From an optimization exercise on the open Yosys and OpenROAD flow, aimed at small area; shortcuts taken in it are not production practice.
RTL that was checked went through simulation tests only; none was proved equivalent to the original.
No functional check of the RTL was part of runs 2 and 3.
Power and IR drop assume default switching activity.

$ cat config.mk
export PLATFORM = sky130hd
export DESIGN_NAME = snn_input_mem
export DESIGN_NICKNAME = snn_input_mem
export VERILOG_FILES = /design/flow/design.v
export SDC_FILE = /design/flow/constraint.sdc
export NUM_CORES = 4
export LEC_CHECK = 0
export CAP_MARGIN = 20
export CORE_MARGIN = 2
export CORE_UTILIZATION = 40
export SLEW_MARGIN = 20
$ cat constraint.sdc
create_clock -name core_clock -period 12.0 [get_ports {clk}]
set_input_delay 2.4000 -clock core_clock [delete_from_list [all_inputs] [get_ports {clk}]]
set_output_delay 2.4000 -clock core_clock [all_outputs]
set_load 0.01 [all_outputs]
$ cat design.v
module snn_input_mem #(
  parameter int WIDTH_PKT  = 32,
  parameter int WIDTH_DATA = 13,
  parameter int WIDTH_FW   = 7,
  parameter int DEPTH_F    = 5,
  parameter int DEPTH_I    = 25
) (
  input  logic                  clk,
  input  logic                  rst_n,
  input  logic                  filt_wr_valid,
  output logic                  filt_wr_ready,
  input  logic [4:0]            filt_wr_addr,
  input  logic [WIDTH_FW-1:0]   filt_wr_data,
  input  logic                  ifm_wr_valid,
  output logic                  ifm_wr_ready,
  input  logic [9:0]            ifm_wr_addr,
  input  logic                  ifm_wr_data,
  output logic                  filt_pkt_valid,
  input  logic                  filt_pkt_ready,
  output logic [WIDTH_PKT-1:0]  filt_pkt_data,
  output logic                  ifm_pkt_valid,
  input  logic                  ifm_pkt_ready,
  output logic [WIDTH_PKT-1:0]  ifm_pkt_data,
  output logic                  filt_state,
  output logic                  ifm_state
);
  localparam int NF = DEPTH_F * DEPTH_F;    
  localparam int NI = DEPTH_I * DEPTH_I;    
  localparam int NB = (NI + 31) / 32;       
  localparam logic [4:0] WC_LAST = 5'b10100;
  localparam logic [9:0] PC_LAST = 10'b0100111101;
  logic alive;
  always_ff @(posedge clk or negedge rst_n) begin
    if (!rst_n) alive <= 1'b0;
    else        alive <= 1'b1;
  end
  logic                filt_st;             
  logic [4:0]          wcnt;                
  logic [2:0]          frow, fcol;          
  logic [WIDTH_FW-1:0] filt_mem [NF];
  logic [NF-1:0]       filt_flag;           
  logic                filt_we, filt_last_wr, filt_pkt_fire, filt_last_pkt;
  assign filt_we       = filt_wr_valid && !filt_st && alive && (filt_wr_addr < 5'(NF));
  assign filt_last_wr  = (wcnt == WC_LAST);
  assign filt_pkt_fire = filt_st && filt_pkt_ready;
  assign filt_last_pkt = (frow == 3'(DEPTH_F - 1)) && (fcol == 3'(DEPTH_F - 1));
  always_ff @(posedge clk or negedge rst_n) begin
    if (!rst_n) begin
      filt_st   <= 1'b0;
      wcnt      <= '0;
      frow      <= '0;
      fcol      <= '0;
      filt_flag <= '0;
    end else begin
      if (filt_we) begin
        wcnt <= filt_last_wr ? 5'd0 : {wcnt[3:0], ~(wcnt[4] ^ wcnt[2])};
        filt_flag[filt_wr_addr] <= 1'b1;
        if (filt_last_wr) filt_st <= 1'b1;
      end
      if (filt_pkt_fire) begin
        if (fcol == 3'(DEPTH_F - 1)) begin
          fcol <= '0;
          frow <= filt_last_pkt ? 3'd0 : frow + 3'd1;
        end else begin
          fcol <= fcol + 3'd1;
        end
        if (filt_last_pkt) filt_st <= 1'b0;
      end
    end
  end
  always_ff @(posedge clk) begin
    if (filt_we) filt_mem[filt_wr_addr] <= filt_wr_data;
  end
  logic [WIDTH_FW-1:0] filt_w;
  always_comb begin
    filt_w = '0;
    for (int r = 0; r < DEPTH_F; r++)
      for (int c = 0; c < DEPTH_F; c++)
        if (filt_st && frow == 3'(r) && fcol == 3'(c) && filt_flag[r*DEPTH_F+c])
          filt_w = filt_w | filt_mem[r*DEPTH_F+c];
  end
  assign filt_wr_ready  = !filt_st && alive;
  assign filt_pkt_valid = filt_st;
  assign filt_pkt_data  = {2'b00, filt_st ? frow : 3'd0, filt_st ? fcol : 3'd0,
                           {(WIDTH_PKT - 8 - WIDTH_FW){1'b0}}, filt_w};
  assign filt_state     = filt_st;
  logic          ifm_st;
  logic [9:0]    pcnt;                      
  logic [4:0]    irow;
  logic [NB-1:0] ifm_flag;                  
  logic [NI-1:0] imem;
  logic          ifm_we, ifm_last_wr, ifm_pkt_fire, ifm_last_pkt;
  assign ifm_we       = ifm_wr_valid && !ifm_st && alive && (ifm_wr_addr < 10'(NI));
  assign ifm_last_wr  = (pcnt == PC_LAST);
  assign ifm_pkt_fire = ifm_st && ifm_pkt_ready;
  assign ifm_last_pkt = (irow == 5'(DEPTH_I - 1));
  always_ff @(posedge clk or negedge rst_n) begin
    if (!rst_n) begin
      ifm_st   <= 1'b0;
      pcnt     <= '0;
      irow     <= '0;
      ifm_flag <= '0;
    end else begin
      if (ifm_we) begin
        pcnt <= ifm_last_wr ? 10'd0 : {pcnt[8:0], ~(pcnt[9] ^ pcnt[6])};
        ifm_flag[ifm_wr_addr[9:5]] <= 1'b1;
        if (ifm_last_wr) ifm_st <= 1'b1;
      end
      if (ifm_pkt_fire) begin
        irow <= ifm_last_pkt ? 5'd0 : irow + 5'd1;
        if (ifm_last_pkt) ifm_st <= 1'b0;
      end
    end
  end
  logic [NB-1:0] blk1, blk0, blkz;
  logic [31:0]   bsel;
  always_comb begin
    for (int k = 0; k < NB; k++) begin
      blk1[k] = ifm_we && ifm_wr_addr[9:5] == 5'(k) &&  ifm_wr_data;
      blk0[k] = ifm_we && ifm_wr_addr[9:5] == 5'(k) && !ifm_wr_data;
      blkz[k] = ifm_we && ifm_wr_addr[9:5] == 5'(k) && !ifm_flag[k];
    end
    for (int j = 0; j < 32; j++) bsel[j] = (ifm_wr_addr[4:0] == 5'(j));
  end
  logic [NI-1:0] imem_d;
  always_comb begin
    for (int a = 0; a < NI; a++)
      imem_d[a] = (blk1[a/32] && bsel[a%32]) ||
                  (imem[a] && !(blk0[a/32] && bsel[a%32]) && !blkz[a/32]);
  end
  always_ff @(posedge clk) imem <= imem_d;
  logic [DEPTH_I-1:0] ifm_bits;
  always_comb begin
    ifm_bits = '0;
    for (int r = 0; r < DEPTH_I; r++)
      for (int c = 0; c < DEPTH_I; c++)
        if (ifm_st && irow == 5'(r) && ifm_flag[(r*DEPTH_I+c)/32])
          ifm_bits[c] = ifm_bits[c] | imem[r*DEPTH_I+c];
  end
  assign ifm_wr_ready  = !ifm_st && alive;
  assign ifm_pkt_valid = ifm_st;
  assign ifm_pkt_data  = {1'b0, ifm_st, ifm_st ? irow : 5'd0, ifm_bits};
  assign ifm_state     = ifm_st;
endmodule
$ cat run.sh
#!/bin/bash
# synth_recipe.tcl (not shown) runs the flow's synth.tcl, then flattens the netlist and writes it again
# the make line also repeats each setting of config.mk as NAME=value (left out here)
make -C /OpenROAD-flow-scripts/flow DESIGN_CONFIG=/design/flow/config.mk WORK_HOME=/design/flow/orfs CLKGATE_MAP_FILE= SYNTH_SCRIPT=/design/flow/synth_recipe.tcl finish
==> results.toml, run 1 <==
[pwr]
peakVddDrop_uv = 111.3
leakage_nw = 20.30
power.density_nw_per_um2 = 180.9

[synth]
synth_flop_cell = "dfxtp_1"
synth_sequential_area_ratio = 0.5099
yosys_warnings = 1
syn_area_per_cell_um2 = 8.780
syn_area_um2 = 38470
synth-seq-cells = 874
synth_async_sr_flop_share = 0.08467
synth_edf_count = 175
syn-instance-count = 4382
synthDistinctLibCells = 62

[global_route]
grt_pass1_vias = 33440
overflow = 0
antenna_found_initial = 4
grt_usage = 0.3593
grt_max_degree = 56
grt_pass1_wl_mm = 254.5

[cts]
post-cts-setup-buffer-count = 0
htreeDepth = 3
hold_buffers = 0
clk_path_buf_depth = 3
cts_tree = "done"
cts.clk_slew.worst_paths_ps = 70
numClockSinks = 874
cts_made_buffers = 94
post_cts_resize_count = 0
root_buffer = "clkbuf_16"
clk_latency_ps = 700

[detailed_routing]
top_layer_used = "met5"
drt_iter0_markers = 6521
wl_met2_mm = 72.47
dr_total_vias = 36750
drc_errors = 0
drt-total-wl_mm = 182.8
wl_per_cell_um = 32.80
antenna_left = 0
drt_pass1_iterations = 9
met1_length_mm = 68.24
routed_via_density = 6.592
wl_met3_mm = 27.98

[die]
ioPinCount = 99
start_util = 0.4043
dieHeight_um = 314.1
die_area_um2 = 98680
die_w_um = 314.1
coreArea_um2 = 95150
rows = 113

[worst_setup_path]
path_class = "reg2out"
required_ps = 9600
path_max_fanout = 20
worst_setup_path_start_kind = "flip-flop"
critPathArrivalTime_ps = 5130
endpoint_kind = "primary output"

[placed_design]
place.gp.congestion = 1.013
portBuffers = 78
dp_hpwl_mm = 108.0

[timing]
finalSetupTns_ps = 0
timing.hold.ws_ps = 447.0
fin_skew_ps = 51.76
rsz0062_at_grt = "false"
post-route-min-period_ps = 7528
relSlewSlack = 0.1261
max_freq_mhz = 132.8
setup_viol = 0
hold_violations = 0
maxSlewViolCount = 0
fin_crit_sh = 0.6274
max_slew.worst_pin.slew_ps = 1311

[final_layout]
syn_to_final_growth_pct = 12.64
drive_gt1_frac = 0.07546
nNetsFinal = 4281
final_common_cell = "inv_1"
final_cell_mix = "inv_1 (648), a21oi_1 (641), o22ai_1 (625), dfxtp_1 (625), a22oi_1 (208)"

[worst_hold_path]
hold_path_class = "reg2reg"

[flow_run]
drv_cap = 0

[outcome]
status = "timing/DRC/antenna clean"
## power by group
group | leakage (nW) | switching, mW | internal [mW]
logic | 10.9 | 0.641 | 0.292
registers | 7.76 | 0.352 | 3.46
clock network | 1.60 | 1.30 | 1.80
## Yosys cell counts (all sizes together) (3+ instances only)
cell,number,area share
nor3b,10,0.0020
buf,42,0.0074
a21oi,641,0.083
clkbuf,422,0.041
ha,26,0.0085
a22oi,208,0.041
and4,27,0.0061
and3,106,0.017
nor4,6,0.00098
a222oi,18,0.0047
a2111oi,41,0.0093
edfxtp,175,0.14
or4,19,0.0038
a221oi,22,0.0055
dfrtp,74,0.048
nor4bb,4,0.0010
a22o,29,0.0066
o2bb2ai,3,0.00068
nand2,169,0.016
or3,11,0.0018
nand2b,10,0.0016
nor2,56,0.0055
nand4,39,0.0065
o21ai,10,0.0013
nor3,65,0.0085
and3b,9,0.0020
nand3,80,0.010
a32oi,13,0.0030
dfxtp,625,0.33
mux2,7,0.0020
o22ai,625,0.10
nand4b,8,0.0018
inv,648,0.063
nor2b,16,0.0026
a21o,42,0.0082
xnor2,5,0.0011
and4b,5,0.0013
nand3b,8,0.0016
and2,33,0.0054
a31oi,3,0.00049
o31ai,4,0.00078
## critical path, cell delays in order (launching register included)
cell	delay (ps)
dfrtp_1	450
inv_1	100
ha_1	470
nor2b_1	250
buf_4	240
and3_1	200
buf_4	240
a2111oi_0	1090
nand4_1	280
or3_1	550
clkdlybuf4s50_1	550
## state kept, by name, summed over array words and instances (netlist names)
signal,count
filt_mem,175
fcol,3
filt_flag,25
filt_st,1
ifm_flag,20
ifm_st,1
imem,625
pcnt,10
frow,3
wcnt,5
irow,5
alive,1
## path summary, 6_finish.rpt
path                       slack [ps]       from          endpoint  depth (start not counted)
max reg2reg                      7920     ifm_st         imem[233]                          5
min                               450  imem[440]         imem[440]                          2
min in group asynchronous        1620      rst_n     filt_flag[16]                          1
max                              4470    irow[0]  ifm_pkt_data[18]                         10
max in group asynchronous        9260      rst_n       ifm_flag[7]                          2
min reg2reg                       450  imem[440]         imem[440]                          2
## cell type report
| type | instances | area (um^2) |
|---|---|---|
| clock inverter | 46 | 546.8 |
| clock buffer | 131 | 2705 |
| sequential | 874 | 19620 |
| multi-input combinational | 2415 | 14780 |
| timing repair buffer | 193 | 1662 |
| inverter | 648 | 2432 |
| antenna | 2 | 5.005 |
| fill | 9062 | 51820 |
| tap | 1265 | 1583 |
## through the flow
step | cells | worst slack, ps | total power [mW] | util | instance area, um^2
6_report | 5574 | 4472 | 7.841 | 0.4554 | 43340
5_1_grt | 5572 | 4521 | 8.036 | 0.4554 | 43330
4_1_cts | 5571 | 4640 | 7.762 | 0.4550 | 43290
3_5_place_dp | 5394 | 5354 | 4.726 | 0.4208 | 40040
3_3_place_gp | 5394 | 5398 | 4.705 | 0.4207 | 40030
2_1_floorplan | 4401 | 7063 | 4.287 | - | 38540
## layer usage
metal / GRT usage / vias to the layer above
li1: - / 15380
met4: 0.2336 / 4
met1: 0.4714 / 17340
met3: 0.1242 / 805
met2: 0.4995 / 3212
met5: 0 / -
## cell families after synthesis
group	count (synthesis)	share of synthesized area
AOI/OAI and AO/OA	1670	0.2688
DFF	874	0.5099
adders and majority gates	26	0.008456
buffers and inverters	1112	0.1118
other	2	0.0001952
muxes	7	0.002049
xor gates and xnor gates	6	0.001366
and+or+nand+nor	685	0.09743
==> inputs of run 2 (changes only) <==
--- a/design.v
+++ b/design.v
@@ -71,13 +71,18 @@
   always_ff @(posedge clk) begin
     if (filt_we) filt_mem[filt_wr_addr] <= filt_wr_data;
   end
+  logic [NF-1:0]       fsel;
   logic [WIDTH_FW-1:0] filt_w;
   always_comb begin
-    filt_w = '0;
     for (int r = 0; r < DEPTH_F; r++)
       for (int c = 0; c < DEPTH_F; c++)
-        if (filt_st && frow == 3'(r) && fcol == 3'(c) && filt_flag[r*DEPTH_F+c])
-          filt_w = filt_w | filt_mem[r*DEPTH_F+c];
+        fsel[r*DEPTH_F+c] = filt_st && frow == 3'(r) && fcol == 3'(c) &&
+                            filt_flag[r*DEPTH_F+c];
+    for (int b = 0; b < WIDTH_FW; b++) begin
+      logic [NF-1:0] col;
+      for (int e = 0; e < NF; e++) col[e] = filt_mem[e][b];
+      filt_w[b] = |(fsel & col);
+    end
   end
   assign filt_wr_ready  = !filt_st && alive;
   assign filt_pkt_valid = filt_st;
@@ -112,30 +117,35 @@
       end
     end
   end
-  logic [NB-1:0] blk1, blk0, blkz;
-  logic [31:0]   bsel;
+  logic [NB-1:0] blk1_n, blk0_n, blkz;
+  logic [31:0]   bsel_n;
   always_comb begin
     for (int k = 0; k < NB; k++) begin
-      blk1[k] = ifm_we && ifm_wr_addr[9:5] == 5'(k) &&  ifm_wr_data;
-      blk0[k] = ifm_we && ifm_wr_addr[9:5] == 5'(k) && !ifm_wr_data;
-      blkz[k] = ifm_we && ifm_wr_addr[9:5] == 5'(k) && !ifm_flag[k];
+      blk1_n[k] = !(ifm_we && ifm_wr_addr[9:5] == 5'(k) &&  ifm_wr_data);
+      blk0_n[k] = !(ifm_we && ifm_wr_addr[9:5] == 5'(k) && !ifm_wr_data);
+      blkz[k]   =   ifm_we && ifm_wr_addr[9:5] == 5'(k) && !ifm_flag[k];
     end
-    for (int j = 0; j < 32; j++) bsel[j] = (ifm_wr_addr[4:0] == 5'(j));
+    for (int j = 0; j < 32; j++) bsel_n[j] = (ifm_wr_addr[4:0] != 5'(j));
   end
   logic [NI-1:0] imem_d;
   always_comb begin
     for (int a = 0; a < NI; a++)
-      imem_d[a] = (blk1[a/32] && bsel[a%32]) ||
-                  (imem[a] && !(blk0[a/32] && bsel[a%32]) && !blkz[a/32]);
+      imem_d[a] = !((bsel_n[a%32] || blk1_n[a/32]) &&
+                    (!((bsel_n[a%32] || blk0_n[a/32]) && imem[a]) || blkz[a/32]));
   end
   always_ff @(posedge clk) imem <= imem_d;
+  logic [DEPTH_I-1:0] rsel;
   logic [DEPTH_I-1:0] ifm_bits;
   always_comb begin
-    ifm_bits = '0;
-    for (int r = 0; r < DEPTH_I; r++)
-      for (int c = 0; c < DEPTH_I; c++)
-        if (ifm_st && irow == 5'(r) && ifm_flag[(r*DEPTH_I+c)/32])
-          ifm_bits[c] = ifm_bits[c] | imem[r*DEPTH_I+c];
+    for (int r = 0; r < DEPTH_I; r++) rsel[r] = ifm_st && irow == 5'(r);
+    for (int c = 0; c < DEPTH_I; c++) begin
+      logic [DEPTH_I-1:0] sel, col;
+      for (int r = 0; r < DEPTH_I; r++) begin
+        sel[r] = rsel[r] && ifm_flag[(r*DEPTH_I+c)/32];
+        col[r] = imem[r*DEPTH_I+c];
+      end
+      ifm_bits[c] = |(sel & col);
+    end
   end
   assign ifm_wr_ready  = !ifm_st && alive;
   assign ifm_pkt_valid = ifm_st;
==> flow/run.sh (new file) <==
#!/bin/bash
# Own flow: the standard layout, except that synthesis maps the logic with
# an area-oriented ABC script (flow/area.abc) instead of ORFS's speed script.
# Registers, their names and cell types are those of the standard synthesis:
# only the abc call's -script argument is replaced.
set -euo pipefail
W=$PWD
cat > "$W/own_synth.tcl" <<EOF
proc abc {args} {
  set i [lsearch -exact \$args -script]
  if {\$i >= 0} { lset args [expr {\$i + 1}] {$W/flow/area.abc} }
  set j [lsearch -exact \$args -D]
  if {\$j >= 0} { set args [lreplace \$args \$j [expr {\$j + 1}]] }
  yosys abc {*}\$args
}
source {$W/synth_recipe.tcl}
EOF
make -C "$FLOW_HOME" DESIGN_CONFIG="$W/config.mk" WORK_HOME="$W/orfs" CLKGATE_MAP_FILE= \
  SYNTH_SCRIPT="$W/own_synth.tcl" finish > "$W/make_finish.log" 2>&1
R=$W/orfs/results/$FLOW_PLATFORM/snn_input_mem/base
: # left out here: write the final layout as DEF
==> flow/area.abc (new file) <==
&get -n
 &st
 &dch -f
 &nf -R 1000
 &put
==> standard.sh (new file) <==
#!/bin/bash
# synth_recipe.tcl (not shown) runs the flow's synth.tcl, then flattens the netlist and writes it again
# the make line also repeats each setting of config.mk as NAME=value (left out here)
make -C /OpenROAD-flow-scripts/flow DESIGN_CONFIG=/design/flow/config.mk WORK_HOME=/design/flow/orfs CLKGATE_MAP_FILE= SYNTH_SCRIPT=/design/flow/synth_recipe.tcl "${@:-finish}"
removed: run.sh
==> run 2 against run 1 <==
  * Global-route usage decreased by 4.8 points
  * Largest cell class unchanged
  * Combinational power shrank 72%
  * Setup slack better by 390 ps
  * Non-clock buffer count fell by 21
  * First-iteration DRC count shrank 36%
  * Clock skew shrank 23 ps
  * Total power is 19% lower
  * Clock power fell by 4%
  * Wire length down 22%
  * Synthesized area shrank 11%
==> results.toml, run 2 <==
[timing]
fin_crit_sh = 0.5945
setup_viol = 0
fin_skew_ps = 29.09
rsz0062_at_grt = "false"
max_freq_mhz = 140.2
finalSetupTns_ps = 0
post-route-min-period_ps = 7134
maxSlewViolCount = 0
relSlewSlack = 0.2308
max_slew.worst_pin.slew_ps = 1154
hold_violations = 0

[synth]
synth_top_family_by_area = "compound AO/OA/AOI/OAI gates"
synth_area_leader_cell = "dfxtp_1"
synth-xor-area-share = 0.003064
synth_area_leaders = "dfxtp_1 (36%), edfxtp_1 (15%), o211ai_1 (10%), o21ai_0 (9.2%), dfrtp_1 (5.4%)"
syn_area_um2 = 34300
synth_sequential_area_ratio = 0.5720
synth-simple-area-share = 0.08624
muxShareOfSynthArea = 0.0009850
synthAdderAreaFrac = 0.009120
syn_area_per_cell_um2 = 10.72
synth_compound_area_frac = 0.3213
syn-instance-count = 3198
yosysMostFrequentCell = "o21ai_0"
synth_async_sr_flop_share = 0.08467
synth_edf_count = 175
synth_top_area_frac = 0.3648
synth_common_cells = "o21ai_0 (629), dfxtp_1 (625), o211ai_1 (462)"
synth-seq-cells = 874
yosys_warnings = 1
synthDistinctLibCells = 50
synth_flop_cell = "dfxtp_1"

[final_layout]
final_common_cell = "o21ai_0"
final_core_util = 0.4755
fillers = 7827
finalNonFillerCells = 4675
largest_register_ffs = 625
syn_to_final_growth_pct = 17.88
top_register = "imem"
drive_gt1_frac = 0.08187
nNetsFinal = 3513
final_cell_mix = "o21ai_0 (629), dfxtp_1 (625), o211ai_1 (462)"
reg_top3 = "imem: 625 flops, filt_mem: 175 flops, filt_flag: 25 flops"

[pwr]
intPower_mw = 4.906
p_comb_frac = 0.041
peakVddDrop_uv = 153.3
clockPowerShare = 0.467
p_switching_mw = 1.478
power.density_nw_per_um2 = 157.9
leakage_nw = 13.44
seq_power_share = 0.492
switching_share = 0.2315

[worst_hold_path]
hold_path_class = "reg2reg"
whs_endpoint = "filt_flag[8]"
min-delay-start = "filt_flag[8]"
hold_depth = 1

[worst_setup_path]
timing.rr.start = "ifm_st"
required_ps = 9600
critPathArrivalTime_ps = 4730
path_max_fanout = 16
path_class = "reg2out"
reg2reg_slack_ps = 7870
ff2ff_path_depth = 7
worst_setup_path_start_kind = "flip-flop"
endpoint_kind = "primary output"
r2r_end = "imem[390]"

[flow_run]
drv_cap = 0

[cts]
clk_path_buf_depth = 3
htreeDepth = 3
hold_buffers = 0
post_cts_resize_count = 0
numClockSinks = 874
cts.clk_slew.worst_paths_ps = 60
clk_latency_ps = 690
cts_tree = "done"
cts_made_buffers = 91
post-cts-setup-buffer-count = 0
root_buffer = "clkbuf_16"

[detailed_routing]
wl_per_cell_um = 30.41
drc_errors = 0
wl_met2_mm = 60.29
drt-total-wl_mm = 142.2
dr_total_vias = 31480
drt_pass1_iterations = 12
wl_met3_mm = 16.78
routed_via_density = 6.733
met1_length_mm = 56.35
drt_iter0_markers = 4178
top_layer_used = "met5"
antenna_left = 0

[placed_design]
place.detailed.instances = 4509
place.gp.congestion = 0.9899
portBuffers = 78
dp_hpwl_mm = 84.68

[global_route]
antenna_found_initial = 5
grt_max_degree = 75
grt_pass1_vias = 29390
overflow = 0
grt_usage = 0.3114
grt_pass1_wl_mm = 205.4

[die]
dieHeight_um = 296.8
coreArea_um2 = 85010
rows = 107
die_w_um = 296.8
ioPinCount = 99
start_util = 0.4034
die_area_um2 = 88100

[outcome]
status = "timing/DRC/antenna clean"
## run 2: cell count changes in the layout (fill, tap and decap cells not counted), sizes merged, moves of 64 or more
cell,before,now
inv,651,3
a21oi,641,12
o21ai,10,629
o22ai,625,162
o211ai,0,462
a222oi,18,88
nor2,56,120
## run 2: worst max-delay path by stage
| stage | start | endpoint | slack, ps | cells past startpoint |
|---|---|---|---|---|
| floorplan | ifm_wr_addr[8] | imem[147] | 4780 | 7 |
| global placement | ifm_wr_addr[7] | imem[79] | 5320 | 9 |
| detailed placement | ifm_wr_addr[7] | imem[82] | 5200 | 9 |
| CTS | irow[0] | ifm_pkt_data[7] | 5040 | 10 |
| global route | ifm_st | ifm_pkt_data[10] | 4850 | 8 |
| finish | irow[0] | ifm_pkt_data[24] | 4870 | 10 |
## run 2: cell type report
| cell class | instances | area (um^2) | share of cell area |
|---|---|---|---|
| inverter | 18 | 67.56 | 0.001671 |
| timing repair buffer | 172 | 1496 | 0.03702 |
| multi-input combinational | 2302 | 14660 | 0.3627 |
| clock buffer | 130 | 2656 | 0.06571 |
| antenna | 1 | 2.502 | 0.00006190 |
| tap | 1144 | 1431 | 0.03541 |
| sequential | 874 | 19620 | 0.4853 |
| clock inverter | 34 | 493.0 | 0.01219 |
## run 2: power by group through the flow
stage | Sequential [mW] | Clock [mW] | Combinational, mW
after floorplan | 3.18 | 0 | 0.146
after global placement | 3.20 | 0 | 0.251
after detailed placement | 3.20 | 0 | 0.255
after CTS | 3.14 | 2.99 | 0.256
after global routing | 3.15 | 3.11 | 0.282
final | 3.14 | 2.98 | 0.259
## run 2: kinds of logic (layout without fill, tap and decap cells)
logic type                 after synthesis  count (layout)
DFF                                    874             874
other                                    2              22
AOI/OAI and AO/OA                     1664            1664
xor gates and xnor gates                12              12
muxes                                    3               3
adders and majority gates               25              25
and+or+nand+nor                        577             577
buffers and inverters                   41             354
## run 2: critical path, stage by stage, from the launching register on
cell and delay (ps):
dfrtp_1 460, ha_1 340, and3_1 190, ha_1 200, and3_1 210, buf_4 230, a222oi_1 350, nand2_1 280
a2111oi_0 720, nand4_1 470, clkdlybuf4s50_1 610
## run 2: layer usage
metal  GRT usage  vias up
met4      0.1710        6
met1      0.4183    15430
met3     0.08332      445
met2      0.4548     1912
li1            -    13680
met5           0        -
## run 2: metrics by stage
step | hold slack (ps) | area, um^2 | power, mW | setup slack (ps)
2_1_floorplan | 419.8 | 34370 | 3.321 | 4781
4_1_cts | 451.3 | 40390 | 6.391 | 5040
3_5_place_dp | 437.5 | 37240 | 3.457 | 5203
6_report | 449.7 | 40430 | 6.384 | 4866
5_1_grt | 460.7 | 40430 | 6.542 | 4847
3_3_place_gp | 429.6 | 37240 | 3.454 | 5323
==> inputs of run 3 (changes only) <==
--- a/flow/run.sh
+++ b/flow/run.sh
@@ -2,7 +2,8 @@
 # Own flow: the standard layout, except that synthesis maps the logic with
 # an area-oriented ABC script (flow/area.abc) instead of ORFS's speed script.
 # Registers, their names and cell types are those of the standard synthesis:
-# only the abc call's -script argument is replaced.
+# only the abc call's -script argument is replaced. Ports are buffered with
+# the smallest buffer (buf_1) rather than the one buffer_ports picks.
 set -euo pipefail
 W=$PWD
 cat > "$W/own_synth.tcl" <<EOF
@@ -16,6 +17,7 @@
 source {$W/synth_recipe.tcl}
 EOF
 make -C "$FLOW_HOME" DESIGN_CONFIG="$W/config.mk" WORK_HOME="$W/orfs" CLKGATE_MAP_FILE= \
-  SYNTH_SCRIPT="$W/own_synth.tcl" finish > "$W/make_finish.log" 2>&1
+  SYNTH_SCRIPT="$W/own_synth.tcl" \
+  BUFFER_PORTS_ARGS="-buffer_cell sky130_fd_sc_hd__buf_1" finish > "$W/make_finish.log" 2>&1
 R=$W/orfs/results/$FLOW_PLATFORM/snn_input_mem/base
 : # left out here: write the final layout as DEF
--- a/config.mk
+++ b/config.mk
@@ -7,5 +7,6 @@
 export LEC_CHECK = 0
 export CAP_MARGIN = 20
 export CORE_MARGIN = 2
-export CORE_UTILIZATION = 40
+export CORE_UTILIZATION = 55
+export CTS_BUF_LIST = sky130_fd_sc_hd__clkbuf_4 sky130_fd_sc_hd__clkbuf_8
 export SLEW_MARGIN = 20
==> run 3 against run 2 <==
  * Wire length is 0.95% higher
  * Register-to-register slack better by 70 ps
  * Utilization is 16 points higher
==> results.toml, run 3 <==
[die]
coreArea_um2 = 61710
ioPinCount = 99
dieHeight_um = 253.7
rows = 91
die_w_um = 253.7
die_area_um2 = 64370
start_util = 0.5558

[worst_setup_path]
path_max_fanout = 17
crit_family = "simple AND/OR/NAND/NOR gates"
critPathArrivalTime_ps = 4650
path_class = "reg2out"
crit_buf_inv = 2
slowest_stage = "a222oi_1"
r2r_end = "imem[349]"
required_ps = 9600
timing.rr.start = "ifm_st"
reg2reg_slack_ps = 7940
max_stage_delay_ps = 620
worst_setup_path_start_kind = "flip-flop"
endpoint_kind = "primary output"
path_cells = "clkinv_1 > ha_1 > and3_1 > and3_1 > a222oi_1 > nand4_1 > nor2_1 > nand4_1 > buf_1"
ff2ff_path_depth = 8

[outcome]
status = "timing/DRC/antenna clean"

[flow_run]
drv_cap = 0

[pwr]
finalPower_mw = 6.087
peakVddDrop_uv = 134.4
intPower_mw = 4.591
seq_power_share = 0.517
p_switching_mw = 1.496
clockPowerShare = 0.443
leakage_nw = 13.35
p_comb_frac = 0.040
switching_share = 0.2458
power.density_nw_per_um2 = 154.4

[final_layout]
final_core_util = 0.6387
multi_input_area_um2 = 14640
final_cell_mix = "o21ai_0 (629), dfxtp_1 (625), o211ai_1 (462)"
finalNonFillerCells = 4460
reg_top3 = "imem: 625 flops, filt_mem: 175 flops, filt_flag: 25 flops"
largest_register_ffs = 625
nNetsFinal = 3568
seq_area_um2 = 19620
syn_to_final_growth_pct = 14.92
design_area_um2 = 39420
fillers = 5082
final_common_cell = "o21ai_0"
drive_gt1_frac = 0.1069
top_register = "imem"

[synth]
synth-seq-cells = 874
syn_area_um2 = 34300
syn_area_per_cell_um2 = 10.72
synth_area_leader_cell = "dfxtp_1"
synth_top_area_frac = 0.3648
synth_flop_cell = "dfxtp_1"
synth_edf_count = 175
synth_common_cells = "o21ai_0 (629), dfxtp_1 (625), o211ai_1 (462)"
yosys_warnings = 1
syn-instance-count = 3198
synth_sequential_area_ratio = 0.5720
yosysMostFrequentCell = "o21ai_0"
synth_async_sr_flop_share = 0.08467
synthDistinctLibCells = 50
synth_area_leaders = "dfxtp_1 (36%), edfxtp_1 (15%), o211ai_1 (10%), o21ai_0 (9.2%), dfrtp_1 (5.4%)"

[detailed_routing]
drt-total-wl_mm = 143.5
drt_pass1_iterations = 11
routed_via_density = 7.265
drc_errors = 0
wl_per_cell_um = 32.18
drt_iter0_markers = 5023
antenna_left = 0
dr_total_vias = 32400

[global_route]
antenna_found_initial = 8
grt_max_degree = 75
grt_pass1_wl_mm = 207.0
grt_pass1_vias = 30850
grt_usage = 0.4431
overflow = 0

[cts]
root_buffer = "clkbuf_8"
clk_path_buf_depth = 3
numClockSinks = 874
cts_made_buffers = 141
htreeDepth = 4
hold_buffers = 0
clk_latency_ps = 850
cts_tree = "done"
post-cts-setup-buffer-count = 0
post_cts_resize_count = 0
cts.clk_slew.worst_paths_ps = 60

[timing]
setup_viol = 0
max_freq_mhz = 141.8
postLayoutSetupSlackWorst_ps = 4949
relSlewSlack = 0.06010
finalSetupTns_ps = 0
hold_violations = 0
max_slew.worst_pin.slew_ps = 1410
timing.hold.ws_ps = 452.8
fin_skew_ps = 36.89
post-route-min-period_ps = 7051
fin_crit_sh = 0.5876
rsz0062_at_grt = "false"
maxSlewViolCount = 0

[worst_hold_path]
min-delay-start = "filt_flag[8]"
hold_depth = 1
hold_path_class = "reg2reg"
whs_endpoint = "filt_flag[8]"

[placed_design]
place.gp.congestion = 0.9608
place.detailed.instances = 4207
place_ws_ps = 5810
dp_hpwl_mm = 86.62
portBuffers = 78
placed_area_um2 = 36420
[run 3: cell counts after synthesis]
No cell type changed its count.
[run 3: cell families after synthesis]
logic type,synth area share
simple gates,0.08624
fa+ha+maj,0.009120
mux,0.0009849
flops,0.5720
xor+xnor,0.003064
buf+inv,0.007004
compound gates,0.3213
other cells,0.0002190
[run 3: area by class of cell]
cell class	instances	share of cell area
inverters	18	0.001714
clock inverters	34	0.007047
flip-flops and latches	874	0.4977
multi-input cells	2302	0.3714
well taps	837	0.02657
diodes	2	0.0001270
clock buffers	216	0.06781
repair buffers	177	0.02755
[run 3: worst max path at each step]
stage	startpoint	endpoint	depth (start not counted)
floorplan	ifm_wr_addr[8]	imem[147]	7
global placement	ifm_wr_addr[7]	imem[87]	10
detailed placement	ifm_wr_addr[7]	imem[262]	7
CTS	irow[0]	ifm_pkt_data[10]	10
global route	irow[1]	ifm_pkt_data[21]	9
finish	irow[0]	ifm_pkt_data[21]	9
[run 3: power groups by stage]
| stage | combinational (mW) | sequential [mW] | clock [mW] |
|---|---|---|---|
| floorplan | 0.146 | 3.18 | 0 |
| global placement | 0.230 | 3.20 | 0 |
| detailed placement | 0.239 | 3.20 | 0 |
| CTS | 0.239 | 3.14 | 2.70 |
| global route | 0.266 | 3.15 | 2.83 |
| finish | 0.245 | 3.15 | 2.70 |
[run 3: routing by layer]
layer | GRT usage | vias to the layer above | routed length, um
li1 | - | 13800 | -
met1 | 0.5314 | 15690 | 50740
met2 | 0.6698 | 2332 | 62810
met3 | 0.1433 | 576 | 18030
met4 | 0.3234 | 4 | 11920
met5 | 0 | - | 26
==> inputs of run 4 (changes only) <==
--- a/design.v
+++ b/design.v
@@ -35,10 +35,10 @@
     else        alive <= 1'b1;
   end
   logic                filt_st;             
+  logic                filt_seen;           
   logic [4:0]          wcnt;                
   logic [2:0]          frow, fcol;          
-  logic [WIDTH_FW-1:0] filt_mem [NF];
-  logic [NF-1:0]       filt_flag;           
+  logic [NF*WIDTH_FW-1:0] fmem;             
   logic                filt_we, filt_last_wr, filt_pkt_fire, filt_last_pkt;
   assign filt_we       = filt_wr_valid && !filt_st && alive && (filt_wr_addr < 5'(NF));
   assign filt_last_wr  = (wcnt == WC_LAST);
@@ -47,14 +47,14 @@
   always_ff @(posedge clk or negedge rst_n) begin
     if (!rst_n) begin
       filt_st   <= 1'b0;
+      filt_seen <= 1'b0;
       wcnt      <= '0;
       frow      <= '0;
       fcol      <= '0;
-      filt_flag <= '0;
     end else begin
       if (filt_we) begin
         wcnt <= filt_last_wr ? 5'd0 : {wcnt[3:0], ~(wcnt[4] ^ wcnt[2])};
-        filt_flag[filt_wr_addr] <= 1'b1;
+        filt_seen <= 1'b1;
         if (filt_last_wr) filt_st <= 1'b1;
       end
       if (filt_pkt_fire) begin
@@ -68,19 +68,34 @@
       end
     end
   end
-  always_ff @(posedge clk) begin
-    if (filt_we) filt_mem[filt_wr_addr] <= filt_wr_data;
+  logic [NF-1:0]       esel_n;
+  logic [WIDTH_FW-1:0] fd1_n, fd0_n;
+  logic                fclr;
+  always_comb begin
+    for (int e = 0; e < NF; e++) esel_n[e] = !(filt_we && filt_wr_addr == 5'(e));
+    for (int b = 0; b < WIDTH_FW; b++) begin
+      fd1_n[b] = !filt_wr_data[b];
+      fd0_n[b] =  filt_wr_data[b];
+    end
+    fclr = filt_we && !filt_seen;
   end
+  logic [NF*WIDTH_FW-1:0] fmem_d;
+  always_comb begin
+    for (int e = 0; e < NF; e++)
+      for (int b = 0; b < WIDTH_FW; b++)
+        fmem_d[e*WIDTH_FW+b] = !((esel_n[e] || fd1_n[b]) &&
+                                 (!((esel_n[e] || fd0_n[b]) && fmem[e*WIDTH_FW+b]) || fclr));
+  end
+  always_ff @(posedge clk) fmem <= fmem_d;
   logic [NF-1:0]       fsel;
   logic [WIDTH_FW-1:0] filt_w;
   always_comb begin
     for (int r = 0; r < DEPTH_F; r++)
       for (int c = 0; c < DEPTH_F; c++)
-        fsel[r*DEPTH_F+c] = filt_st && frow == 3'(r) && fcol == 3'(c) &&
-                            filt_flag[r*DEPTH_F+c];
+        fsel[r*DEPTH_F+c] = filt_st && frow == 3'(r) && fcol == 3'(c);
     for (int b = 0; b < WIDTH_FW; b++) begin
       logic [NF-1:0] col;
-      for (int e = 0; e < NF; e++) col[e] = filt_mem[e][b];
+      for (int e = 0; e < NF; e++) col[e] = fmem[e*WIDTH_FW+b];
       filt_w[b] = |(fsel & col);
     end
   end
@@ -90,9 +105,9 @@
                            {(WIDTH_PKT - 8 - WIDTH_FW){1'b0}}, filt_w};
   assign filt_state     = filt_st;
   logic          ifm_st;
+  logic          ifm_seen;                  
   logic [9:0]    pcnt;                      
   logic [4:0]    irow;
-  logic [NB-1:0] ifm_flag;                  
   logic [NI-1:0] imem;
   logic          ifm_we, ifm_last_wr, ifm_pkt_fire, ifm_last_pkt;
   assign ifm_we       = ifm_wr_valid && !ifm_st && alive && (ifm_wr_addr < 10'(NI));
@@ -102,13 +117,13 @@
   always_ff @(posedge clk or negedge rst_n) begin
     if (!rst_n) begin
       ifm_st   <= 1'b0;
+      ifm_seen <= 1'b0;
       pcnt     <= '0;
       irow     <= '0;
-      ifm_flag <= '0;
     end else begin
       if (ifm_we) begin
         pcnt <= ifm_last_wr ? 10'd0 : {pcnt[8:0], ~(pcnt[9] ^ pcnt[6])};
-        ifm_flag[ifm_wr_addr[9:5]] <= 1'b1;
+        ifm_seen <= 1'b1;
         if (ifm_last_wr) ifm_st <= 1'b1;
       end
       if (ifm_pkt_fire) begin
@@ -117,21 +132,22 @@
       end
     end
   end
-  logic [NB-1:0] blk1_n, blk0_n, blkz;
+  logic [NB-1:0] blk1_n, blk0_n;
   logic [31:0]   bsel_n;
+  logic          iclr;
   always_comb begin
     for (int k = 0; k < NB; k++) begin
       blk1_n[k] = !(ifm_we && ifm_wr_addr[9:5] == 5'(k) &&  ifm_wr_data);
       blk0_n[k] = !(ifm_we && ifm_wr_addr[9:5] == 5'(k) && !ifm_wr_data);
-      blkz[k]   =   ifm_we && ifm_wr_addr[9:5] == 5'(k) && !ifm_flag[k];
     end
     for (int j = 0; j < 32; j++) bsel_n[j] = (ifm_wr_addr[4:0] != 5'(j));
+    iclr = ifm_we && !ifm_seen;
   end
   logic [NI-1:0] imem_d;
   always_comb begin
     for (int a = 0; a < NI; a++)
       imem_d[a] = !((bsel_n[a%32] || blk1_n[a/32]) &&
-                    (!((bsel_n[a%32] || blk0_n[a/32]) && imem[a]) || blkz[a/32]));
+                    (!((bsel_n[a%32] || blk0_n[a/32]) && imem[a]) || iclr));
   end
   always_ff @(posedge clk) imem <= imem_d;
   logic [DEPTH_I-1:0] rsel;
@@ -139,12 +155,9 @@
   always_comb begin
     for (int r = 0; r < DEPTH_I; r++) rsel[r] = ifm_st && irow == 5'(r);
     for (int c = 0; c < DEPTH_I; c++) begin
-      logic [DEPTH_I-1:0] sel, col;
-      for (int r = 0; r < DEPTH_I; r++) begin
-        sel[r] = rsel[r] && ifm_flag[(r*DEPTH_I+c)/32];
-        col[r] = imem[r*DEPTH_I+c];
-      end
-      ifm_bits[c] = |(sel & col);
+      logic [DEPTH_I-1:0] col;
+      for (int r = 0; r < DEPTH_I; r++) col[r] = imem[r*DEPTH_I+c];
+      ifm_bits[c] = |(rsel & col);
     end
   end
   assign ifm_wr_ready  = !ifm_st && alive;
==> run 4 against run 3 <==
  * Cell count increased by 3.3%
  * Synthesized cell count increased by 7.2%
  * Combinational power increased by 44%
  * Sequential share of layout area decreased by 4.0 points
  * Sequential power decreased by 5%
  * Total power decreased by 1.8%
  * Utilization increased by 0.86 points
  * Global-route usage increased by 0.56 points
  * Still clean on timing, DRC and antenna
  * Clock skew increased by 5.0 ps
  * Register-to-register slack got worse by 360 ps
==> results.toml, run 4 <==
[flow_run]
drv_cap = 0

[synth]
synth_common_cells = "dfxtp_1 (800), o21ai_0 (764), o22ai_1 (626)"
synth_sequential_area_ratio = 0.5302
synth_compound_area_frac = 0.3475
synthDistinctLibCells = 37
synth_area_leaders = "dfxtp_1 (51%), o22ai_1 (12%), o21ai_0 (12%), a222oi_1 (4.1%), nand2_1 (3.6%)"
synth_async_sr_flop_share = 0.03730
synth_edf_count = 0
muxShareOfSynthArea = 0.001422
synth_flop_cell = "dfxtp_1"
synth_area_leader_cell = "dfxtp_1"
synth-seq-cells = 831
synth-xor-area-share = 0.001106
synth-simple-area-share = 0.1061
yosysMostFrequentCell = "dfxtp_1"
yosys_warnings = 1
syn_area_per_cell_um2 = 9.241
synth_top_area_frac = 0.5057
syn_area_um2 = 31670
synthAdderAreaFrac = 0.005926
syn-instance-count = 3427
synth_top_family_by_area = "compound AO/OA/AOI/OAI gates"

[worst_setup_path]
timing.rr.start = "ifm_st"
endpoint_kind = "primary output"
max_stage_delay_ps = 750
path_cells = "nand2_1 > clkinv_1 > and3_1 > buf_4 > a222oi_1 > nand4_1 > nor2_1 > nand4_1 > buf_1"
crit_path_frequent_cell = "nand4_1"
slowest_stage = "a222oi_1"
path_class = "reg2out"
ff2ff_path_depth = 6
path_max_fanout = 25
worst_setup_path_start_kind = "flip-flop"
critPathArrivalTime_ps = 4450
required_ps = 9600
crit_family = "simple AND/OR/NAND/NOR gates"
crit_buf_inv = 3
startpoint = "ifm_st"
critical_path_depth = 9

[timing]
relSlewSlack = 0.1896
finalSetupTns_ps = 0
post-route-min-period_ps = 6852
hold_violations = 0
max_slew.worst_pin.slew_ps = 1216
setup_viol = 0
timing.hold.ws_ps = 462.4
postLayoutSetupSlackWorst_ps = 5148
fin_crit_sh = 0.5710
max_freq_mhz = 145.9
fin_skew_ps = 41.93
maxSlewViolCount = 0
rsz0062_at_grt = "false"

[pwr]
clockPowerShare = 0.438
power.density_nw_per_um2 = 162.8
seq_power_share = 0.503
p_switching_mw = 1.498
p_comb_frac = 0.059
intPower_mw = 4.477
switching_share = 0.2508
peakVddDrop_uv = 118.3
leakage_nw = 12.39

[detailed_routing]
wl_per_cell_um = 30.09
antenna_left = 0
drc_errors = 0
routed_via_density = 7.323
drt-total-wl_mm = 138.6
drt_pass1_iterations = 10
drt_iter0_markers = 5587
dr_total_vias = 33730

[cts]
htreeDepth = 4
cts_made_buffers = 139
post_cts_resize_count = 0
clk_path_buf_depth = 3
hold_buffers = 0
cts_tree = "done"
cts.clk_slew.worst_paths_ps = 60
numClockSinks = 831
clk_latency_ps = 810
root_buffer = "clkbuf_8"
post-cts-setup-buffer-count = 0

[final_layout]
design_area_um2 = 36710
fillers = 4772
seq_area_um2 = 16790
multi_input_area_um2 = 14910
final_common_cell = "dfxtp_1"
nNetsFinal = 3789
drive_gt1_frac = 0.1052
syn_to_final_growth_pct = 15.91
reg_top3 = "imem: 625 flops, fmem: 175 flops, pcnt: 10 flops"
largest_register_ffs = 625
final_cell_mix = "dfxtp_1 (800), o21ai_0 (764), o22ai_1 (626)"
top_register = "imem"
final_core_util = 0.6473

[die]
start_util = 0.5584
ioPinCount = 99
coreArea_um2 = 56710
die_area_um2 = 59520
die_w_um = 244.0
dieHeight_um = 244.0
rows = 87

[placed_design]
placed_area_um2 = 33740
place_ws_ps = 4706
portBuffers = 78
dp_hpwl_mm = 76.60
place.gp.congestion = 0.9574

[global_route]
grt_pass1_vias = 31330
overflow = 0
antenna_found_initial = 3
grt_usage = 0.4487
grt_pass1_wl_mm = 201.9
grt_max_degree = 119

[worst_hold_path]
min-delay-start = "fmem[63]"
hold_path_class = "reg2reg"
hold_depth = 2

[outcome]
status = "timing/DRC/antenna clean"
run 4: changes by cell type in the layout (fill, tap and decap cells not counted), sizes merged, moves of 36 or more:
cell / change
dfrtp: -43
o21ai: +135
o211ai: -455
a222oi: +43
o22ai: +464
dfxtp: +175
and3: -36
a21oi: +98
a22oi: -67
edfxtp: -175
nand2: +197
run 4: final cells by class:
class / instances / share of cell area
diodes: 2 / 0.0001363
clock buffers: 230 / 0.07601
clock inverters: 14 / 0.002761
inverters: 18 / 0.001840
multi-input cells: 2574 / 0.4062
flip-flops and latches: 831 / 0.4574
well taps: 756 / 0.02577
repair buffers: 181 / 0.02992
run 4: tightest hold or removal path: stages, from the launching register on:
cell and delay (ps):
dfxtp_1 310, nand2_1 50, o21ai_0 60
run 4: final timing paths:
kind	slack (ps)	endpoint
max	5150	ifm_pkt_data[15]
max reg2reg	7580	imem[85]
min reg2reg	460	fmem[63]
min in group asynchronous	1690	frow[0]
max in group asynchronous	9750	irow[3]
min	460	fmem[63]
run 4: kinds of logic after synthesis:
group | Yosys count
other cells | 2
buf+inv | 41
flops | 831
xor+xnor | 4
mux | 4
compound gates | 1811
fa+ha+maj | 15
simple gates | 719
run 4: power groups by stage:
stage / Clock, mW / Sequential [mW] / Combinational [mW]
floorplan: 0 / 3.03 / 0.214
global route: 2.75 / 3.02 / 0.385
detailed placement: 0 / 3.06 / 0.340
global placement: 0 / 3.05 / 0.324
finish: 2.62 / 3.00 / 0.354
CTS: 2.62 / 3.00 / 0.342
run 4: per-stage QoR:
stage | total power [mW] | cells
floorplan | 3.244 | 3446
global placement | 3.374 | 4356
detailed placement | 3.397 | 4357
CTS | 5.959 | 4601
global route | 6.149 | 4605
finish | 5.975 | 4606
run 4: routing by layer:
metal | vias to the layer above | global-route usage | part of all wire
met3 | 591 | 0.1260 | 0.14
met5 | - | 0.008987 | 0.00051
li1 | 14450 | - | -
met1 | 16010 | 0.5740 | 0.36
met4 | 2 | 0.3137 | 0.078
met2 | 2682 | 0.6540 | 0.42
==> inputs of run 5 (changes only) <==
--- a/flow/run.sh
+++ b/flow/run.sh
@@ -3,7 +3,9 @@
 # an area-oriented ABC script (flow/area.abc) instead of ORFS's speed script.
 # Registers, their names and cell types are those of the standard synthesis:
 # only the abc call's -script argument is replaced. Ports are buffered with
-# the smallest buffer (buf_1) rather than the one buffer_ports picks.
+# the smallest buffer (buf_1) rather than the one buffer_ports picks. The
+# clock tree uses clkbuf_4/clkbuf_8 in clusters of at most 16 sinks, without
+# dummy loads.
 set -euo pipefail
 W=$PWD
 cat > "$W/own_synth.tcl" <<EOF
@@ -18,6 +20,8 @@
 EOF
 make -C "$FLOW_HOME" DESIGN_CONFIG="$W/config.mk" WORK_HOME="$W/orfs" CLKGATE_MAP_FILE= \
   SYNTH_SCRIPT="$W/own_synth.tcl" \
-  BUFFER_PORTS_ARGS="-buffer_cell sky130_fd_sc_hd__buf_1" finish > "$W/make_finish.log" 2>&1
+  BUFFER_PORTS_ARGS="-buffer_cell sky130_fd_sc_hd__buf_1" \
+  CTS_ARGS="-sink_clustering_enable -repair_clock_nets -dont_use_dummy_load -buf_list {sky130_fd_sc_hd__clkbuf_4 sky130_fd_sc_hd__clkbuf_8} -sink_clustering_size 16 -sink_clustering_max_diameter 50" \
+  finish > "$W/make_finish.log" 2>&1
 R=$W/orfs/results/$FLOW_PLATFORM/snn_input_mem/base
 : # left out here: write the final layout as DEF
--- a/config.mk
+++ b/config.mk
@@ -8,5 +8,4 @@
 export CAP_MARGIN = 20
 export CORE_MARGIN = 2
 export CORE_UTILIZATION = 55
-export CTS_BUF_LIST = sky130_fd_sc_hd__clkbuf_4 sky130_fd_sc_hd__clkbuf_8
 export SLEW_MARGIN = 20
==> run 5 against run 4 <==
  * Die area unchanged
  * Highest routed layer unchanged
  * Sequential power about the same
  * Still clean
  * Count of clock-buffer cells in the layout fell by 150
  * Maximum frequency is 2.4% higher
  * Largest power group unchanged
==> results.toml, run 5 <==
[placed_design]
portBuffers = 78
dp_hpwl_mm = 76.60
place.gp.congestion = 0.9574
placed_area_um2 = 33740

[timing]
fin_crit_sh = 0.5578
post-route-min-period_ps = 6693
finalSetupTns_ps = 0
maxSlewViolCount = 0
relSlewSlack = 0.1829
fin_skew_ps = 86.19
max_slew.worst_pin.slew_ps = 1226
setup_viol = 0
rsz0062_at_grt = "false"
hold_violations = 0
max_freq_mhz = 149.4

[cts]
post-cts-setup-buffer-count = 0
clk_latency_ps = 720
clk_path_buf_depth = 3
cts_tree = "done"
cts_made_buffers = 80
root_buffer = "clkbuf_8"
numClockSinks = 831
hold_buffers = 0
post_cts_resize_count = 0
htreeDepth = 3
cts.clk_slew.worst_paths_ps = 90

[worst_setup_path]
critPathArrivalTime_ps = 4290
endpoint_kind = "primary output"
path_max_fanout = 25
path_class = "reg2out"
worst_setup_path_start_kind = "flip-flop"
required_ps = 9600

[die]
coreArea_um2 = 56710
start_util = 0.5584
die_area_um2 = 59520
rows = 87
dieHeight_um = 244.0
die_w_um = 244.0
ioPinCount = 99

[detailed_routing]
drc_errors = 0
dr_total_vias = 33140
antenna_left = 0
wl_per_cell_um = 30.86
routed_via_density = 7.462
drt_iter0_markers = 5664
drt_pass1_iterations = 9
drt-total-wl_mm = 137.0

[synth]
yosys_warnings = 1
synth_area_leaders = "dfxtp_1 (51%), o22ai_1 (12%), o21ai_0 (12%), a222oi_1 (4.1%), nand2_1 (3.6%)"
synth-simple-area-share = 0.1061
synth_top_area_frac = 0.5057
synthAdderAreaFrac = 0.005926
synth-xor-area-share = 0.001106
syn_area_per_cell_um2 = 9.241
muxShareOfSynthArea = 0.001422
synth_area_leader_cell = "dfxtp_1"
synth_flop_cell = "dfxtp_1"
synth_top_family_by_area = "compound AO/OA/AOI/OAI gates"
synth-seq-cells = 831
yosysMostFrequentCell = "dfxtp_1"
syn_area_um2 = 31670
synth_async_sr_flop_share = 0.03730
synth_compound_area_frac = 0.3475
synth_edf_count = 0
synthDistinctLibCells = 37
synth_sequential_area_ratio = 0.5302
syn-instance-count = 3427
synth_common_cells = "dfxtp_1 (800), o21ai_0 (764), o22ai_1 (626)"

[final_layout]
top_register = "imem"
design_area_um2 = 34900
reg_top3 = "imem: 625 flops, fmem: 175 flops, pcnt: 10 flops"
final_cell_mix = "dfxtp_1 (800), o21ai_0 (764), o22ai_1 (626)"
nNetsFinal = 3729
final_common_cell = "dfxtp_1"
largest_register_ffs = 625
final_core_util = 0.6154
syn_to_final_growth_pct = 10.20
drive_gt1_frac = 0.06516

[global_route]
gr-usage-met2 = 0.6453
grt_busiest_layer = "met2"
grt_usage = 0.4427
use_met1 = 0.5790
overflow = 0
grt_pass1_vias = 30620
grtUsageMet3 = 0.1119
grt_pass1_wl_mm = 199.5
grt_max_degree = 119
antenna_found_initial = 3

[pwr]
switching_share = 0.2607
p_switching_mw = 1.271
seq_power_share = 0.615
peakVddDrop_uv = 99.73
clockPowerShare = 0.313
p_comb_frac = 0.072
finalPower_mw = 4.876
intPower_mw = 3.605
power.density_nw_per_um2 = 139.7
leakage_nw = 11.41

[worst_hold_path]
hold_path_class = "reg2reg"

[outcome]
status = "timing/DRC/antenna clean"

[flow_run]
drv_cap = 0
## run 5: cell counts after synthesis
Identical to the previous run, type by type.
## run 5: final timing paths
kind,slack (ps),to,cells past startpoint,from
max in group asynchronous,9590,filt_seen,1,rst_n
min,460,fmem[69],2,fmem[69]
max,5310,ifm_pkt_data[9],10,irow[0]
min reg2reg,460,fmem[69],2,fmem[69]
min in group asynchronous,1820,frow[0],1,rst_n
max reg2reg,7680,imem[85],6,ifm_st
## run 5: final cells by class
class	instances	area, um^2
flip-flops and latches	831	16790
fillers	4940	21810
multi-input cells	2574	14920
repair buffers	180	1071
inverters	18	67.56
well taps	756	945.9
diodes	2	5.005
clock buffers	80	1101
## run 5: worst max-delay path, stage by stage, from the launching register on
cell and delay [ps]:
dfrtp_1 510, ha_1 360, and3_1 190, ha_1 170
and2_0 120, buf_4 270, a222oi_1 590, nand4_1 450
nor2_1 490, nand4_1 270, buf_1 200
## run 5: per-layer routing
metal	vias to the layer above	part of all wire
met1	15690	0.36
met4	2	0.080
li1	14190	-
met5	-	0.00011
met2	2680	0.42
met3	573	0.14
## run 5: cell families (layout without fill, tap and decap cells)
kind of cell	after synthesis	in the layout
compound gates	1811	1811
flops	831	831
simple gates	719	719
buf+inv	41	278
fa+ha+maj	15	15
xor+xnor	4	4
mux	4	4
other cells	2	23
## run 5: per-stage QoR
step | hold WS, ps | std cells | worst slack [ps]
after detailed placement | 452.6 | 4357 | 4706
after floorplan | 435.3 | 3446 | 874.2
after CTS | 460.6 | 4437 | 5481
final | 462.5 | 4441 | 5307
after global placement | 444.3 | 4356 | 4969
after global routing | 479.5 | 4440 | 5403
## run 5: power groups by stage
| stage | Sequential [mW] | Clock, mW | Combinational, mW |
|---|---|---|---|
| 2_1_floorplan | 3.03 | 0 | 0.214 |
| 3_3_place_gp | 3.05 | 0 | 0.324 |
| 3_5_place_dp | 3.06 | 0 | 0.340 |
| 4_1_cts | 3.00 | 1.52 | 0.341 |
| 5_1_grt | 3.01 | 1.63 | 0.384 |
| 6_report | 3.00 | 1.52 | 0.353 |
==> inputs of run 6 (changes only) <==
--- a/design.v
+++ b/design.v
@@ -101,8 +101,7 @@
   end
   assign filt_wr_ready  = !filt_st && alive;
   assign filt_pkt_valid = filt_st;
-  assign filt_pkt_data  = {2'b00, filt_st ? frow : 3'd0, filt_st ? fcol : 3'd0,
-                           {(WIDTH_PKT - 8 - WIDTH_FW){1'b0}}, filt_w};
+  assign filt_pkt_data  = {2'b00, frow, fcol, {(WIDTH_PKT - 8 - WIDTH_FW){1'b0}}, filt_w};
   assign filt_state     = filt_st;
   logic          ifm_st;
   logic          ifm_seen;                  
@@ -162,6 +161,6 @@
   end
   assign ifm_wr_ready  = !ifm_st && alive;
   assign ifm_pkt_valid = ifm_st;
-  assign ifm_pkt_data  = {1'b0, ifm_st, ifm_st ? irow : 5'd0, ifm_bits};
+  assign ifm_pkt_data  = {1'b0, ifm_st, irow, ifm_bits};
   assign ifm_state     = ifm_st;
 endmodule
--- a/config.mk
+++ b/config.mk
@@ -8,4 +8,5 @@
 export CAP_MARGIN = 20
 export CORE_MARGIN = 2
 export CORE_UTILIZATION = 55
+export GPL_TIMING_DRIVEN = 0
 export SLEW_MARGIN = 20
==> run 6 against run 5 <==
  * Largest power group unchanged
  * Hold slack got worse by 6.2 ps
  * Wire length is 2.1% lower
  * Register-to-register slack improved by 390 ps
  * Die area is 0.67% higher
  * Still clean on timing, DRC and antenna
  * Critical endpoint is now ifm_pkt_data[3]
  * Clock skew shrank 8.5 ps
  * Sequential power about the same
  * Combinational power grew 73%
  * Largest cell class unchanged
==> results.toml, run 6 <==
[cts]
cts_made_buffers = 79
hold_buffers = 0
cts_tree = "done"
post-cts-setup-buffer-count = 0
post_cts_resize_count = 0
root_buffer = "clkbuf_8"
clk_path_buf_depth = 3
htreeDepth = 3
numClockSinks = 831
cts.clk_slew.worst_paths_ps = 90
clk_latency_ps = 740

[pwr]
seq_power_share = 0.585
power.density_nw_per_um2 = 137.1
finalPower_mw = 5.106
p_comb_frac = 0.119
intPower_mw = 3.651
peakVddDrop_uv = 100.4
p_switching_mw = 1.455
clockPowerShare = 0.295
switching_share = 0.2849
leakage_nw = 12.47

[global_route]
antenna_found_initial = 3
grt_usage = 0.4352
overflow = 0
grt_max_degree = 77
use_met1 = 0.5324
grtUsageMet3 = 0.1029
grt_pass1_vias = 31680
grt_busiest_layer = "met2"
grt_pass1_wl_mm = 198.5
gr-usage-met2 = 0.6718

[final_layout]
drive_gt1_frac = 0.08730
top_register = "imem"
nNetsFinal = 3872
final_core_util = 0.6479
finalNonFillerCells = 4593
fillers = 4763
final_cell_mix = "dfxtp_1 (800), o21ai_0 (793), o22ai_1 (617)"
largest_register_ffs = 625
multi_input_area_um2 = 15330
final_common_cell = "dfxtp_1"
reg_top3 = "imem: 625 flops, fmem: 175 flops, pcnt: 10 flops"
seq_area_um2 = 16790
syn_to_final_growth_pct = 16.77

[die]
rows = 88
die_area_um2 = 59920
die_w_um = 244.8
coreArea_um2 = 57480
start_util = 0.5548
dieHeight_um = 244.8
ioPinCount = 99

[placed_design]
place.detailed.instances = 4511
portBuffers = 78
place.gp.congestion = 0.9234
dp_hpwl_mm = 86.55

[worst_setup_path]
required_ps = 9600
worst_setup_path_start_kind = "flip-flop"
path_class = "reg2out"
endpoint_kind = "primary output"
critPathArrivalTime_ps = 4230
timing.rr.start = "ifm_st"
startpoint = "irow[0]"
path_max_fanout = 10

[detailed_routing]
drt_pass1_iterations = 19
drc_errors = 0
drt_iter0_markers = 4753
dr_total_vias = 33590
drt-total-wl_mm = 134.1
wl_per_cell_um = 29.20
routed_via_density = 7.313
antenna_left = 0

[timing]
fin_skew_ps = 77.67
hold_violations = 0
relSlewSlack = 0.2256
maxSlewViolCount = 0
max_slew.worst_pin.slew_ps = 1158
setup_viol = 0
post-route-min-period_ps = 6631
rsz0062_at_grt = "false"
fin_crit_sh = 0.5526
max_freq_mhz = 150.8

[synth]
synthDistinctLibCells = 37
syn-instance-count = 3527
synth_async_sr_flop_share = 0.03730
syn_area_um2 = 31890
synth_flop_cell = "dfxtp_1"
syn_area_per_cell_um2 = 9.041
synth_area_leader_cell = "dfxtp_1"
synth_edf_count = 0
synth_sequential_area_ratio = 0.5266
synth-seq-cells = 831
synth_common_cells = "dfxtp_1 (800), o21ai_0 (794), o22ai_1 (617)"
synth_top_area_frac = 0.5022
synth_area_leaders = "dfxtp_1 (50%), o21ai_0 (12%), o22ai_1 (12%), nand2_1 (5.5%), a22oi_1 (3.4%)"
yosysMostFrequentCell = "dfxtp_1"
yosys_warnings = 1

[outcome]
status = "timing/DRC/antenna clean"

[flow_run]
drv_cap = 0

[worst_hold_path]
min-delay-start = "fmem[116]"
hold_path_class = "reg2reg"
==> run 6: cell count changes after synthesis, sizes merged, moves of 18 or more <==
cell	delta
a22oi	+18
nor2	+35
a222oi	-32
a221oi	+18
o21ai	+30
nand3	-32
a21oi	-74
a22o	+18
nand2	+163
==> run 6: layout make-up <==
type / count / share of cell area
multi-input cells: 2681 / 0.4116
flip-flops and latches: 831 / 0.4509
diodes: 2 / 0.0001344
clock buffers: 79 / 0.02920
well taps: 765 / 0.02571
plain buffers: 23 / 0.004637
repair buffers: 201 / 0.07668
inverters: 11 / 0.001109
==> run 6: metrics by stage <==
stage	TNS (ps)	instance area, um^2	setup slack (ps)	hold slack [ps]
3_3_place_gp	-1563350	33220	-3158	437.0
3_5_place_dp	0	36140	5890	446.7
2_1_floorplan	0	31970	800.8	428.8
5_1_grt	0	37240	5215	475.1
4_1_cts	0	37220	5588	455.9
6_report	0	37240	5369	456.2
==> run 6: routing by layer <==
metal / share of wire / up-vias
met3: 0.12 / 651
met2: 0.44 / 2526
met1: 0.35 / 15920
met4: 0.086 / 2
met5: 0.000089 / -
li1: - / 14490
==> run 6: final timing paths <==
| check | end | depth (start not counted) | slack, ps |
|---|---|---|---|
| max in group asynchronous | pcnt[2] | 1 | 9770 |
| min in group asynchronous | filt_seen | 1 | 1760 |
| setup reg to reg | imem[131] | 8 | 8070 |
| hold / removal | fmem[116] | 2 | 460 |
| hold reg to reg | fmem[116] | 2 | 460 |
| setup / recovery | ifm_pkt_data[3] | 12 | 5370 |
==> run 6: cells by family after synthesis <==
kind of cell	share of synthesized area
AO/OA/AOI/OAI	0.3410
AND/OR/NAND/NOR	0.1181
flip-flops	0.5266
buffers and inverters	0.006710
adder cells (fa/ha/maj)	0.005886
XOR/XNOR	0.0008241
other	0.0002355
multiplexers	0.0007062
==> run 6: power groups by stage <==
stage	logic [mW]	registers, mW	clock network [mW]
4_1_cts	0.586	2.99	1.51
2_1_floorplan	0.272	3.02	0
6_report	0.610	2.99	1.51
3_3_place_gp	0.457	3.04	0
3_5_place_dp	0.583	3.05	0
5_1_grt	0.641	3.00	1.61
==> run 6: worst max-delay path, stage by stage (launching register included) <==
cell and delay, ps:
dfrtp_1 500, clkinv_1 150, ha_1 260, nand2_1 280, nor3_2 180, buf_4 230, buf_4 190, a22o_1 180
a221oi_1 620, nand4_1 470, nor2_1 210, nand4_1 100, buf_1 170

==> what the ideal ports hide <==
The results above use ideal ports. As a check the final layouts listed here were re-extracted and re-timed, cells and wires unchanged. Step 1: set_driving_cell puts a clkbuf_16 on clk and a buf_2 on each other input, an assumption about the parent block. Step 2, shift: input delay + t, output delay - t, t = (earliest + latest rising clock arrival at the registers) / 2. This alone moves slack from input paths to output paths. Slacks: ideal ports / drivers / drivers and shift; pairs: ideal ports / drivers.
run	t (ns)	setup slack, ns	worst setup path at the end	latest minus earliest clock arrival (ns)
run 1	0.736	4.472 / 4.407 / 5.143	register to output	0.053 / 0.052
run 2	0.738	4.866 / 4.798 / 5.111	input to register	0.034 / 0.033
run 3	0.887	4.949 / 4.889 / 5.698	input to register	0.041 / 0.041
run 4	0.851	5.148 / 5.088 / 4.821	input to register	0.042 / 0.041
run 5	0.742	5.307 / 5.247 / 4.913	input to register	0.101 / 0.101
run 6	0.756	5.369 / 5.308 / 5.703	input to register	0.098 / 0.099
After both steps setup and hold are still met in every run listed. The setup slack of run 5, which loses most, moves by -0.060 ns with the drivers and by -0.394 ns with both steps.
